From an optimization exercise on the open Yosys and OpenROAD flow, aimed at small area, a short achievable clock period and few clock cycles per item; shortcuts taken in it are not production practice. Only simulation tests tie the RTL to the original design; equivalence was not proved.

## pot_pickup_cv_mixer
module pot_pickup_cv_mixer (
	input  logic                           clk,
	input  logic                           arst_n,
	input  logic                           in_valid,
	output logic                           in_ready,
	input  logic [ppcm_pkg::KIND_W-1:0]    in_kind,
	input  logic [ppcm_pkg::PRESET_W-1:0]  in_preset,
	input  logic [ppcm_pkg::KNOB_W-1:0]    in_knob,
	input  logic [ppcm_pkg::FS_BITS-1:0]   in_knob_reading,
	input  logic [ppcm_pkg::FS_BITS-1:0]   in_cv_reading,
	input  logic [ppcm_pkg::VAL_W-1:0]     in_range_low,
	input  logic [ppcm_pkg::VAL_W-1:0]     in_range_high,
	input  logic [ppcm_pkg::VAL_W-1:0]     in_load_value,
	output logic                           out_valid,
	input  logic                           out_ready,
	output logic [ppcm_pkg::FS_BITS-1:0]   out_drive_level,
	output logic [ppcm_pkg::VAL_W-1:0]     out_param_value,
	output logic                           out_picked_up,
	input  logic                           cfg_we,
	input  logic [ppcm_pkg::CFG_IDX_W-1:0] cfg_index,
	input  logic [ppcm_pkg::CFG_W-1:0]     cfg_data
);
	localparam int VW = ppcm_pkg::VAL_W;
	localparam int FW = ppcm_pkg::FS_BITS;
	localparam int PW = ppcm_pkg::PRESET_W;
	localparam int KW = ppcm_pkg::KNOB_W;
	localparam int NSK = 9;
	logic [NSK-1:0] skv_q;
	logic [NSK-1:0] en;
	logic [ppcm_pkg::MODE_W-1:0]  cv_mode_q;
	logic [KW-1:0]                cv_target_q;
	logic [ppcm_pkg::DEPTH_W-1:0] cv_depth_q;
	always_ff @(posedge clk or negedge arst_n) begin
		if (!arst_n) begin
			cv_mode_q   <= ppcm_pkg::CV_OFF;
			cv_target_q <= '0;
			cv_depth_q  <= '0;
		end else if (cfg_we) begin
			unique case (cfg_index)
				ppcm_pkg::REG_CV_MODE:   cv_mode_q   <= cfg_data[ppcm_pkg::MODE_W-1:0];
				ppcm_pkg::REG_CV_TARGET: cv_target_q <= cfg_data[KW-1:0];
  ...
Size: about 8900 cells after synthesis, roughly 1500 flip-flops, about 94 I/O pins, about 88000 um^2 of cells after synthesis.
clock: 12.0 ns
lec_check: 0
abc_area: 1
cap_margin: 20
core_margin: 2
core_utilization: 40
slew_margin: 20
run.sh (not shown) runs the stock make flow with config.mk's settings and CLKGATE_MAP_FILE= SYNTH_SCRIPT=/design/flow/synth_recipe.tcl, a recipe that flattens the netlist after the stock synthesis.
The baseline completed without violations.
Testbench counts at the start, summed over its fixed seeds: cycles 14,424, items 13,686.
==> next run, changes <==
--- a/flow/design.v
+++ b/flow/design.v
@@ -417,20 +417,21 @@
 			a_rd     <= (in_kind == ppcm_pkg::KIND_LOAD) ? FW'(in_load_value) : in_knob_reading;
 			a_cvr    <= in_cv_reading;
 			a_lo     <= in_range_low;
 			a_hi     <= in_range_high;
 		end
 	end
 	logic            a_neg;
-	logic [VW-1:0]   a_span, a_span2;
+	logic [VW-1:0]   a_span, a_span2, a_span3;
 	logic [25:0]     a_pl, a_ph;
 	always_comb begin
 		a_neg  = a_hi < a_lo;
 		a_span = a_neg ? a_lo - a_hi : a_hi - a_lo;
 		a_span2 = a_neg ? VW'(~(a_hi - a_lo)) + 8'd1 : a_hi - a_lo;
+		a_span3 = a_neg ? a_lo - a_hi : VW'(~(a_lo - a_hi)) + 8'd1;
 		a_pl   = 26'(a_cvr[5:0]) * 26'(cvk_q);
 		a_ph   = 26'(a_cvr[11:6]) * 26'(cvk_q);
 	end
 	logic            b_v;
 	logic [1:0]      b_kind;
 	logic            b_load, b_sample, b_clear, b_k3, b_cvsel, b_neg;
 	logic [PW-1:0]   b_preset;
@@ -439,15 +440,15 @@
 		b_load   = b_kind == ppcm_pkg::KIND_LOAD;
 		b_sample = b_kind == ppcm_pkg::KIND_SAMPLE;
 		b_clear  = b_kind == ppcm_pkg::KIND_CLEAR;
 		b_k3     = b_knob == 2'd3;
 		b_cvsel  = (b_knob == cv_target_q) && cvon_q;
 	end
 	logic [FW-1:0]   b_rd;
-	logic [VW-1:0]   b_lo, b_hi, b_span, b_span2;
+	logic [VW-1:0]   b_lo, b_hi, b_span, b_span2, b_span3;
 	logic [19:0]     b_pl;
 	logic [25:0]     b_ph;
 	always_ff @(posedge clk or negedge arst_n) begin
 		if (!arst_n) begin
 			b_v <= 1'b0;
 		end else if (en[2]) begin
 			b_v <= a_v;
@@ -460,14 +461,15 @@
 			b_preset <= a_preset;
 			b_knob   <= a_knob;
 			b_rd     <= a_rd;
 			b_lo     <= a_lo;
 			b_hi     <= a_hi;
 			b_span   <= a_span;
 			b_span2  <= a_span2;
+			b_span3  <= a_span3;
 			b_pl     <= a_pl[25:6];
 			b_ph     <= a_ph;
 		end
 	end
 	logic [25:0]     b_sum;
 	always_comb begin
 		b_sum = 26'(b_pl) + b_ph;
@@ -502,15 +504,15 @@
 			c_knob   <= b_knob;
 			c_rd     <= b_rd;
 			c_c      <= b_sum[24:13];
 			c_lo     <= b_lo;
 			c_hi     <= b_hi;
 			c_span   <= b_span;
 			c_span2  <= b_span2;
-			c_mp     <= 20'(b_rd) * 20'(b_span);
+			c_mp     <= 20'(b_rd) * 20'(b_span3);
 			c_mh     <= 20'(cvh_q) * 20'(b_span2);
 		end
 	end
 	logic [VW-1:0]   c_qp, c_qh, c_p8;
 	logic [FW:0]     c_uni;
 	logic signed [FW+1:0] c_bi;
 	logic [FW-1:0]   c_lvl;
@@ -545,15 +547,17 @@
 		d_load   = d_kind == ppcm_pkg::KIND_LOAD;
 		d_sample = d_kind == ppcm_pkg::KIND_SAMPLE;
 		d_clear  = d_kind == ppcm_pkg::KIND_CLEAR;
 		d_k3     = d_knob == 2'd3;
 		d_cvsel  = (d_knob == cv_target_q) && cvon_q;
 	end
 	logic [FW-1:0]   d_lvl;
-	logic [VW-1:0]   d_lo, d_hi, d_span, d_p8v, d_qp, d_qh;
+	logic [VW-1:0]   d_lo, d_hi, d_span, d_p8v;
+	logic            d_pz, d_hz;
+	logic signed [VW+2:0] d_base;
 	logic [19:0]     d_mc;
 	always_ff @(posedge clk or negedge arst_n) begin
 		if (!arst_n) begin
 			d_v <= 1'b0;
 		end else if (en[4]) begin
 			d_v <= c_v;
 		end
@@ -567,41 +571,46 @@
 			d_preset <= c_preset;
 			d_knob   <= c_knob;
 			d_lvl    <= c_lvl;
 			d_lo     <= c_lo;
 			d_hi     <= c_hi;
 			d_span   <= c_span;
 			d_p8v    <= c_load ? c_rd[VW-1:0] : c_p8;
-			d_qp     <= c_qp;
-			d_qh     <= c_qh;
+			d_pz     <= c_qp == '0;
+			d_hz     <= c_qh == '0;
+			if (m_uni_q) begin
+				d_base <= $signed({3'b000, c_qp}) + $signed({3'b000, c_lo});
+			end else if (m_bi_q) begin
+				d_base <= $signed({3'b000, c_qp}) - $signed({3'b000, c_qh});
+			end else begin
+				d_base <= $signed({3'b000, c_qp});
+			end
 			d_mc     <= 20'(c_c) * 20'(c_span2);
 		end
 	end
 	logic [VW-1:0]   d_qc;
-	logic            d_pz, d_cz, d_hz, d_vlo;
+	logic            d_cz, d_vlo;
 	logic signed [VW+2:0] d_t;
 	always_comb begin
 		d_qc = ppcm_pkg::div_fs(d_mc);
-		d_pz = d_qp == '0;
 		d_cz = d_qc == '0;
-		d_hz = d_qh == '0;
 		if (m_uni_q) begin
-			d_t   = $signed({3'b000, d_qp}) + $signed({3'b000, d_qc}) + $signed({3'b000, d_lo});
+			d_t   = d_base + $signed({3'b000, d_qc});
 			d_vlo = d_pz && d_cz && d_lt2;
 		end else if (m_bi_q) begin
-			d_t   = $signed({3'b000, d_qp}) + $signed({3'b000, d_qc}) - $signed({3'b000, d_qh});
+			d_t   = d_base + $signed({3'b000, d_qc});
 			if (d_cz == d_hz) begin
 				d_vlo = d_pz;
 			end else if (!d_cz) begin
 				d_vlo = d_pz && d_lt2;
 			end else begin
 				d_vlo = d_pz || d_hnz;
 			end
 		end else begin
-			d_t   = $signed({3'b000, d_qp});
+			d_t   = d_base;
 			d_vlo = !d_pz;
 		end
 	end
 	logic            e_v;
 	logic [1:0]      e_kind;
 	logic            e_load, e_sample, e_clear, e_k3, e_cvsel, e_neg;
 	logic [PW-1:0]   e_preset;
- setup slack is better by 160 ps
- via count goes up slightly
- wire length rises slightly
- utilization went up by 0.27 points
Testbench counts after the change, summed over its fixed seeds: cycles 14,424, items 13,686.

==> re-timing with driven ports <==
The results above use ideal ports. As a check the final layouts listed here were re-extracted and re-timed, cells and wires unchanged.
Step 1, drivers: a clkbuf_16 drives clk and a buf_2 each remaining input, both assumed.
Step 2 times the ports against the registers' clock, not the clock port: input delays grow and output delays shrink by t, the midpoint of the rising clock arrivals with the driver on.
a / b / c = ideal ports / drivers / drivers and shift; a / b = the first two.
run	t (ns)	setup WS [ns]	worst setup path at the end	slew at the worst register clock pin (ns)	worst slew at a driven data input, ns
the first run	0.878	6.949 / 6.949 / 6.949	register to register	0.07 / 0.07	0.11
the second run	0.904	7.110 / 7.110 / 7.110	register to register	0.07 / 0.07	0.10
After both steps every run listed still meets setup and hold.
